Source: an optimization exercise on an open RTL-to-GDS flow (aim: small area). Production flows keep margins and buffers that such runs may drop.
Function was checked by simulation only, so behaviour that the tests miss may differ from the original.
The clock port is modelled as an ideal driver; clocking choices that lean on that would not hold on a real chip.
Power is estimated from default activity; no workload was simulated.

Setup of red:
Design pool_core_mc, start of the top module:
module pool_core_mc
#(
    parameter int DATA_WIDTH  = 8,
    parameter int WIN_H       = 3,
    parameter int WIN_W       = 3,
    parameter int CH_NUM      = 4,
    parameter int RECIP_SHIFT = 16
) (
    input  logic                                     clk,
    input  logic                                     reset,
    input  logic                                     din_vld,
    output logic                                     din_rdy,
    input  logic                                     din_mode,
    input  logic [CH_NUM*WIN_H*WIN_W*DATA_WIDTH-1:0] din,
    output logic                                     dout_vld,
    input  logic                                     dout_rdy,
    output logic [CH_NUM*DATA_WIDTH-1:0]             dout
);
For scale: about 1700 cells after synthesis, about 0.018 mm^2 of cells after synthesis.
clock: 6.5 ns
lec_check: 0
abc_area: 1
cap_margin: 20
core_margin: 2
core_utilization: 40
slew_margin: 20
standard.sh (not shown) runs the stock make flow with config.mk's settings and CLKGATE_MAP_FILE= SYNTH_SCRIPT=/design/flow/synth_recipe.tcl, a recipe that flattens the netlist after the stock synthesis.
==> flow/flow/run.sh <==
#!/bin/bash
set -euo pipefail
work=$PWD
sed -e 's#^source $::env(SCRIPTS_DIR)/synth_preamble.tcl#&\nset abc_args [lreplace $abc_args 1 1 '"$work"'/flow/abc_map.script]#' \
    -e 's#^  extract_fa {\*}\[dont_use_extract_fa_args\]#& pool_sum9#' \
    -e 's#^  log_cmd abc {\*}$abc_args$#  log_cmd abc {*}[lreplace $abc_args 1 1 '"$work"'/flow/abc_map_a.script] pool_lane_a\n  log_cmd abc {*}[lreplace $abc_args 1 1 '"$work"'/flow/abc_map_b.script] pool_lane_b\n&#' \
    "$FLOW_HOME/scripts/synth.tcl" > "$work/own_synth_orfs.tcl"
grep -q 'extract_fa {\*}\[dont_use_extract_fa_args\] pool_sum9' "$work/own_synth_orfs.tcl"
grep -q 'abc_map.script' "$work/own_synth_orfs.tcl"
grep -q 'abc_map_a.script\] pool_lane_a' "$work/own_synth_orfs.tcl"
grep -q 'abc_map_b.script\] pool_lane_b' "$work/own_synth_orfs.tcl"
sed "s#source \$::env(SCRIPTS_DIR)/synth.tcl#source $work/own_synth_orfs.tcl#" \
    "$work/synth_recipe.tcl" > "$work/own_synth.tcl"
grep -q own_synth_orfs.tcl "$work/own_synth.tcl"
export BUFFER_PORTS_ARGS="-buffer_cell sky130_fd_sc_hd__buf_1"
export GPL_KEEP_OVERFLOW=0
export POST_CTS_TCL="$work/flow/post_cts.tcl"
export CTS_ARGS="-sink_clustering_enable -repair_clock_nets -dont_use_dummy_load -buf_list {sky130_fd_sc_hd__clkbuf_4}"
bash standard.sh "SYNTH_SCRIPT=$work/own_synth.tcl" SYNTH_HIERARCHICAL=1 SYNTH_ARGS=-noabc finish > standard_flow.log 2>&1
==> flow/flow/abc_map.script <==
strash
dch
map -D 3000
topo
stime -c
buffer -c
upsize -c
dnsize -c
==> flow/flow/abc_map_a.script <==
strash
dch
amap
topo
stime -c
upsize -c
dnsize -c
==> flow/flow/abc_map_b.script <==
strash
&get -n
&deepsyn -T 30
&put
dch
amap
topo
stime -c
==> flow/flow/post_cts.tcl <==
set resized 0
foreach net [get_nets clknet_*] {
  set loads [llength [get_pins -of_objects $net -filter "direction==input"]]
  set drv [get_pins -of_objects $net -filter "direction==output"]
  set inst [get_cells -of_objects $drv]
  set ref [get_property $inst ref_name]
  set want ""
  if { $loads > 14 } {
    if { $ref != "sky130_fd_sc_hd__clkbuf_16" } { set want sky130_fd_sc_hd__clkbuf_16 }
  } elseif { $loads > 8 } {
    if { $ref == "sky130_fd_sc_hd__clkbuf_4" || $ref == "sky130_fd_sc_hd__clkbuf_2" || $ref == "sky130_fd_sc_hd__clkbuf_1" } {
      set want sky130_fd_sc_hd__clkbuf_8
    }
  }
  if { $want != "" } {
    replace_cell $inst $want
    incr resized
  }
}
puts "post_cts: resized $resized clock buffers"
if { $resized > 0 } {
  detailed_placement
  check_placement -verbose
  estimate_parasitics -placement
}
### red -> blue
# red
export LEC_CHECK = 0
export ABC_AREA = 1
export CAP_MARGIN = 20
export CORE_MARGIN = 2
export CORE_UTILIZATION = 40
export SLEW_MARGIN = 20
create_clock -name core_clock -period 6.5 [get_ports {clk}]
# blue
export LEC_CHECK = 0
export ABC_AREA = 1
export CAP_MARGIN = 5
export CORE_MARGIN = 2
export CORE_UTILIZATION = 40
export SLEW_MARGIN = 5
create_clock -name core_clock -period 6.5 [get_ports {clk}]
--- a/flow/flow/run.sh
+++ b/flow/flow/run.sh
@@ -18 +18 @@
-export CTS_ARGS="-sink_clustering_enable -repair_clock_nets -dont_use_dummy_load -buf_list {sky130_fd_sc_hd__clkbuf_4}"
+export CTS_ARGS="-sink_clustering_enable -repair_clock_nets -dont_use_dummy_load -buf_list {sky130_fd_sc_hd__clkbuf_4 sky130_fd_sc_hd__clkbuf_8}"
==> flow/flow/post_cts.tcl <==
set upsized 0
foreach net [get_nets clknet_*] {
  set loads [get_pins -of_objects $net -filter "direction==input"]
  if { [llength $loads] > 14 } {
    set drv [get_pins -of_objects $net -filter "direction==output"]
    set inst [get_cells -of_objects $drv]
    if { [get_property $inst ref_name] == "sky130_fd_sc_hd__clkbuf_8" } {
      replace_cell $inst sky130_fd_sc_hd__clkbuf_16
      incr upsized
    }
  }
}
puts "post_cts: upsized $upsized clock buffers"
if { $upsized > 0 } {
  detailed_placement
  check_placement -verbose
  estimate_parasitics -placement
}
## What came out
- The flow did not stop early for blue: all stages ran, and the layout cleared the timing, DRC and antenna checks.
- Between red and blue, the difference in sequential power is negligible.
- Going from red to blue, routing usage on met1 lower, cell area after layout flat, detailed placement HPWL ~0 delta, post-route worst setup slack closely matched the old numbers.
diff inputs: blue => green
# blue
export LEC_CHECK = 0
export ABC_AREA = 1
export CAP_MARGIN = 5
export CORE_MARGIN = 2
export CORE_UTILIZATION = 40
export SLEW_MARGIN = 5
create_clock -name core_clock -period 6.5 [get_ports {clk}]
# green
export LEC_CHECK = 0
export ABC_AREA = 1
export CAP_MARGIN = 20
export CORE_MARGIN = 2
export CORE_UTILIZATION = 65
export SLEW_MARGIN = 20
create_clock -name core_clock -period 6.5 [get_ports {clk}]
## What came out
- green: no failed stages, no open violations at the end
- green vs blue — count of buffers not belonging to the clock network in the layout climbed by a few percent
- green against blue: post-route worst hold slack now sits higher, final cell count went down by 9.5%.

==> separate check: timing with driven ports <==
The flow's constraints put no driver on any port. The routed layouts listed below were extracted and timed again, unchanged, in two steps. Step 1 assumes that a clkbuf_16 drives the clock port and a buf_2 every other input. Step 2, shift: input delay + t, output delay - t, t = (earliest + latest rising clock arrival at the registers) / 2. This alone moves slack from input paths to output paths. Three values: ideal ports, drivers, drivers and shift; two values: the first two.
| run | t (ns) | setup WS [ns] | worst setup path after step 2 | clock arrival spread, ns |
|---|---|---|---|---|
| red | 0.422 | 0.320 / 0.348 / -0.074 | input to register | 0.044 / 0.044 |
| blue | 0.417 | 0.321 / 0.333 / -0.084 | input to register | 0.036 / 0.036 |
| green | 0.413 | 0.291 / 0.310 / -0.103 | input to register | 0.013 / 0.013 |
Met with ideal ports but missed after step 2: setup timing in every run listed. For blue, which loses most, drivers alone change the setup slack by +0.012 ns; drivers and shift together by -0.405 ns.
